Background: an optimization exercise with open tools, aiming at small area. Do not read the settings as production practice.
The RTL was checked by simulation tests, not by an equivalence proof against the original design.
Power and IR drop assume default switching activity.

## flow/design.v (module list and top-level ports; edited modules follow where they fit)
// module cplx_mac: 1297 lines
// module acc_res: 82 lines
// module dft_bin_acc: 76 lines
module dft_bin_acc
#(
    parameter int N      = 256,
    parameter int PH_LAT = 6,
    parameter int ACC_W  = dft_pkg::ACC_W_DEF
) (
    input  logic                     CK,
    input  logic                     RST,
    input  logic                     START,
    input  logic signed [dft_pkg::PH_W-1:0]   cos0,
    input  logic signed [dft_pkg::PH_W-1:0]   sin0,
    input  logic signed [dft_pkg::PH_W-1:0]   cos1,
    input  logic signed [dft_pkg::PH_W-1:0]   sin1,
    output logic [dft_pkg::ADDR_W-1:0]        smp_addr,
    input  logic signed [dft_pkg::SMP_W-1:0]  smp_data,
    output logic signed [ACC_W-1:0]  re0,
    output logic signed [ACC_W-1:0]  im0,
    output logic signed [ACC_W-1:0]  re1,
    output logic signed [ACC_W-1:0]  im1,
    output logic                     busy,
    output logic                     done
);
  // ...
==> flow/flow/run.sh <==
#!/bin/bash
# Standard layout, with an area-oriented synthesis: the standard flow's synthesis script
# with Yosys synth's generic "abc -fast" skipped (so the hand-built adder
# cells survive to extract_fa) and the final ABC mapping done with
# flow/abc_area.script instead of ORFS's delay-oriented script. Ports get
# the smallest buffer cell.
set -euo pipefail
W=$(pwd)
{
  echo 'proc synth {args} { if {[lsearch $args fine:] >= 0} { yosys synth -nofsm -noshare -noabc {*}$args } else { yosys synth -nofsm -noshare {*}$args } }'
  echo "proc abc {args} { set i [lsearch \$args -script]; if {\$i >= 0} { lset args [expr {\$i + 1}] $W/flow/abc_area.script }; yosys abc {*}\$args }"
  tail -n +2 synth_recipe.tcl
} > my_synth.tcl
sed "s#SYNTH_SCRIPT=[^ ]*#SYNTH_SCRIPT=$W/my_synth.tcl#" standard.sh > my_standard.sh
export BUFFER_PORTS_ARGS="-buffer_cell sky130_fd_sc_hd__buf_1"
bash my_standard.sh > flow.log 2>&1
==> flow/flow/abc_area.script <==
&get -n
&st
&dch
&nf -a
&put
topo
==> flow/standard.sh <==
#!/bin/bash
# synth_recipe.tcl (not shown) runs the flow's synth.tcl, then flattens the netlist and writes it again
# the make line also repeats each setting of config.mk as NAME=value (left out here)
make -C /OpenROAD-flow-scripts/flow DESIGN_CONFIG=/design/flow/config.mk WORK_HOME=/design/flow/orfs CLKGATE_MAP_FILE= SYNTH_SCRIPT=/design/flow/synth_recipe.tcl "${@:-finish}"
==> flow/config.mk <==
export PLATFORM = sky130hd
export DESIGN_NAME = dft_bin_acc
export DESIGN_NICKNAME = dft_bin_acc
export VERILOG_FILES = /design/flow/design.v
export SDC_FILE = /design/flow/constraint.sdc
export NUM_CORES = 4
export LEC_CHECK = 0
export CAP_MARGIN = 20
export CORE_MARGIN = 2
export CORE_UTILIZATION = 40
export GPL_TIMING_DRIVEN = 0
export SLEW_MARGIN = 20
==> flow/constraint.sdc <==
create_clock -name core_clock -period 11.0 [get_ports {CK}]
set_input_delay 2.2000 -clock core_clock [delete_from_list [all_inputs] [get_ports {CK}]]
set_output_delay 2.2000 -clock core_clock [all_outputs]
set_load 0.01 [all_outputs]
==> results.cfg, run 1 <==
[layout]
num_antenna_cells = 1
area_delta_synth_final_pct = 14.06
clockNetworkAreaShare_pct = 1.428
layout_common_cells = fa_1 (716), o22ai_1 (544), xor2_1 (332)
n_fill_cell = 8397
clock_buffers = 18
final-seq-area_mm2 = 0.004867

[yosys]
ys_top_cells_by_area = fa_1 (39%), dfrtp_1 (13%), o22ai_1 (9.3%)
synth_compound_area_share_pct = 12.39
ys_warn_count = 1
synth_top_family_by_area = adder cells
ys_ff_latch = 196
synthMuxAreaShare_pct = 0
synth_edf_count = 0
synth-async-reset-ratio_pct = 95.41
synth_area_leader_cell = fa_1
synth.top_cells.by_count = fa_1 (716), o22ai_1 (544), xnor2_1 (359), xor2_1 (332), ha_1 (258)

[clocking]
cts_sinks = 196
cts_tree = built

[power]
pwr-share-clk_pct = 5.1
p_switching_mw = 6.745
pg_comb_mw = 11.4
ir_worst_vdd_v = 0.0002142
cellPowerDensity_mw_per_mm2 = 332.6
p_clk_uw = 700

[critical_path]
critPathMaxFanout = 18
r2r_end = a_im1[43]
cp_num_cells = 29
crit_arrival_ns = 11.01
startpoint = sin0[11]

[sta]
post-route-min-period_ns = 10.59
max_freq_ghz = 0.09440
rsz0062_at_grt = no

[drt]
viasPerCell = 5.725

[floorplanning]
chipHeight_um = 305.7

[grt]
grt_max_degree = 63
grt_pass1_vias = 29970
grt_pass1_wl_um = 182000

[placed_design]
dp_hpwl_um = 83510

[outcome]
status = complete, no violations
==> run 2: changes to the inputs <==
--- a/flow/flow/run.sh
+++ b/flow/flow/run.sh
@@ -14,3 +14,4 @@
 sed "s#SYNTH_SCRIPT=[^ ]*#SYNTH_SCRIPT=$W/my_synth.tcl#" standard.sh > my_standard.sh
 export BUFFER_PORTS_ARGS="-buffer_cell sky130_fd_sc_hd__buf_1"
+export SYNTH_INSBUF=0
 bash my_standard.sh > flow.log 2>&1
--- a/flow/config.mk
+++ b/flow/config.mk
@@ -6,7 +6,7 @@
 export NUM_CORES = 4
 export LEC_CHECK = 0
-export CAP_MARGIN = 20
+export CAP_MARGIN = 5
 export CORE_MARGIN = 2
-export CORE_UTILIZATION = 40
+export CORE_UTILIZATION = 65
 export GPL_TIMING_DRIVEN = 0
-export SLEW_MARGIN = 20
+export SLEW_MARGIN = 5
==> run 2 against run 1 <==
Compared with the run above: power decreased by 1.3%; largest cell class unchanged; setup slack lost 0.16 ns; register-to-register slack got worse by 0.56 ns; worst hold slack better by 0.0083 ns; critical endpoint is now a_re1[43]; flip-flop and latch count unchanged.
==> results.cfg, run 2 <==
[sta]
hold_viol = 0
post-route-min-period_ns = 10.75
fin_setup_tns_ns = 0
worstMarginPinSlew_ns = 1.243
finalMaxSlewViolations = 0
hold_slack_ns = 0.4999
fin_crit_sh_pct = 97.75
slew_headroom_pct = 17.12
setup_viol = 0
finalClockSkew_ns = 0.01472
layout_setup_ws_ns = 0.2475
max_freq_ghz = 0.09300
rsz0062_at_grt = no

[layout]
layout_common_cells = fa_1 (716), o22ai_1 (544), xor2_1 (332)
n_fill_cell = 3968
nNetsFinal = 4637
fin_cells = 4290
finalInstanceArea_mm2 = 0.03974
drive_above_1_share_pct = 4.940
area_delta_synth_final_pct = 10.97
final_common_cell = fa_1
fin_util_pct = 72.55

[power]
ir_worst_vdd_v = 0.0003169
p_int_mw = 6.917
p_comb_share_pct = 82.2
switching_share_pct = 49.25
cellPowerDensity_mw_per_mm2 = 343.0
power_frac_seq_pct = 12.9
p_switching_mw = 6.711
power_mw = 13.63
pwr-share-clk_pct = 5.0
leakage_nw = 15.82

[clocking]
clk_pin_slew_ns = 0.08
cts_hold_buf = 0
numCtsBuffers = 17
cts_sinks = 196
insertion_delay_ns = 0.53
clock_path_buffers = 2
cts_tree = built
root_buffer = clkbuf_16
htreeDepth = 4

[outcome]
status = complete, no violations

[placed_design]
gp_congestion = 0.9085
placed_area_mm2 = 0.03913
dp.cells = 4255
pre_cts_ws_ns = -0.4049
dp_hpwl_um = 75450
portBuffers = 295

[grt]
overflow = 0
grt_pass1_vias = 30830
grt_usage_pct = 39.40
grt_max_degree = 89
grt_pass1_wl_um = 171900
antenna_found_initial = 3

[yosys]
netlist_area_mm2 = 0.03581
ys.flop_type = dfrtp_1
ys_types = 25
synth_edf_count = 0
ys_seq_area_share_pct = 13.57
ys_top_cells_by_area = fa_1 (40%), dfrtp_1 (13%), o22ai_1 (9.5%)
synth_area_leader_cell = fa_1
yosysTopAreaCellShare_pct = 40.03
synth_area_per_cell_um2 = 11.18
synth.top_cells.by_count = fa_1 (716), o22ai_1 (544), xnor2_1 (359), xor2_1 (332), ha_1 (258)
ys_ff_latch = 196
synth-async-reset-ratio_pct = 95.41
syn_inst = 3203
ys_warn_count = 1
synth_most_common_cell = fa_1
syn_nets = 4270

[floorplanning]
initial_core_util_pct = 65.38
core_area_mm2 = 0.05477
rows = 86
chipHeight_um = 238.7
io_pins = 296
die_w_um = 238.7
die_area_mm2 = 0.05698

[drt]
first_iter_violations = 2789
dr.pass1.iters = 8
viasPerCell = 6.662
postRouteAntennaNets = 0
wirelength_um = 108500
drc_errors = 0
vias = 28580
wl_per_cell_um = 25.30

[flow_run]
max_cap_viol_count = 0

[critical_path]
critPathMaxFanout = 23
setup.worst_path.end_class = flop
crit_arrival_ns = 11.17
cp_slowest_cell = nand2_1
cp.required_ns = 11.41
path_class = primary input to flop
cpMostUsedCell = ha_1
max_stage_delay_ns = 0.72
cp-start-kind = primary input

[worst_hold_path]
min_path_type = flop to flop
==> run 2: cell count changes in the layout (fill, tap and decap cells not counted), sizes merged <==
cell           previous run  this run
inv                       5         8
buf                     453       345
clkdlybuf4s15             0         1
diode                     1         3
clkinv                  232       224
clkinvlp                  1         4
==> run 2: what timing repair did <==
item	CTS	global route
setup endpoints to repair	0	5
resized for setup	0	6
setup buffers	0	0
endpoints found under the hold margin	0	0
==> run 2: worst paths after layout <==
path                         start   endpoint  slack [ns]  cells after the start
min reg2reg                 cnt[0]     cnt[0]        0.50                      1
min in group asynchronous      RST  a_re1[42]        1.67                      2
max reg2reg                     en  a_im0[43]        1.51                     27
max in group asynchronous      RST  a_im1[19]        8.45                      3
max                        cos1[7]  a_re1[43]        0.25                     28
min                         cnt[0]     cnt[0]        0.50                      1
==> run 2: critical path, delay by kind of cell <==
family,cells,cell delay (ns)
xor+xnor,4,1.08
buf+inv,1,0.34
fa+ha+maj,21,6.38
compound gates,1,0.40
simple gates,1,0.72
==> run 2: cell type report <==
| cell class | count | area, µm² | area share (%) |
|---|---|---|---|
| tap | 704 | 880.8 | 2.217 |
| sequential | 196 | 4865 | 12.24 |
| timing repair buffer | 348 | 2063 | 5.192 |
| inverter | 224 | 853.3 | 2.147 |
| multi-input combinational | 2783 | 30500 | 76.75 |
| clock inverter | 12 | 111.4 | 0.2802 |
| antenna | 3 | 7.507 | 0.01889 |
| clock buffer | 20 | 456.7 | 1.149 |
==> run 2: cells by family (layout without fill, tap and decap cells) <==
logic type	Yosys count	count (layout)	share of synthesized area, %
AOI/OAI and AO/OA	734	734	12.60
xor gates and xnor gates	691	691	16.90
adders and majority gates	974	974	49.04
buffers and inverters	224	604	2.348
DFF	196	196	13.57
other	0	3	0
and+or+nand+nor	384	384	5.538
==> run 2: layer usage <==
metal,track usage [%],part of all wire (%),up-vias
met1,52.53,38,14670
met4,16.25,3.8,2
met3,10.18,11,317
li1,-,-,11820
met5,0,0.012,-
met2,61.89,47,1769
==> run 2: power by group through the flow <==
stage | Clock, mW | Combinational (mW) | Sequential, mW
final | 0.675 | 11.2 | 1.75
after global routing | 0.710 | 13.0 | 1.79
after CTS | 0.689 | 11.3 | 1.75
after detailed placement | 0 | 11.2 | 1.76
after global placement | 0 | 10.6 | 1.75
after floorplan | 0 | 7.91 | 1.73

-- separate check: timing with driven ports --
The results above use ideal ports. As a check the final layouts listed here were re-extracted and re-timed, cells and wires unchanged.
Step 1: set_driving_cell puts a clkbuf_16 on CK and a buf_2 on each other input, an assumption about the parent block.
Step 2, shift: input delay + t, output delay - t, t = (earliest + latest rising clock arrival at the registers) / 2. This alone moves slack from input paths to output paths.
Slacks: ideal / step 1 / step 2; pairs: ideal / step 1.
run	shift t [ns]	slack for setup (ns)	latest minus earliest clock arrival (ns)	worst slew at a driven data input, ns
run 1	0.589	0.406 / 0.432 / -0.157	0.029 / 0.028	0.12
run 2	0.588	0.248 / 0.293 / -0.295	0.016 / 0.016	0.08
Met with ideal ports but missed after step 2: setup timing in run 1 and run 2. For run 1, which loses most, drivers alone change the setup slack by +0.026 ns; drivers and shift together by -0.563 ns.
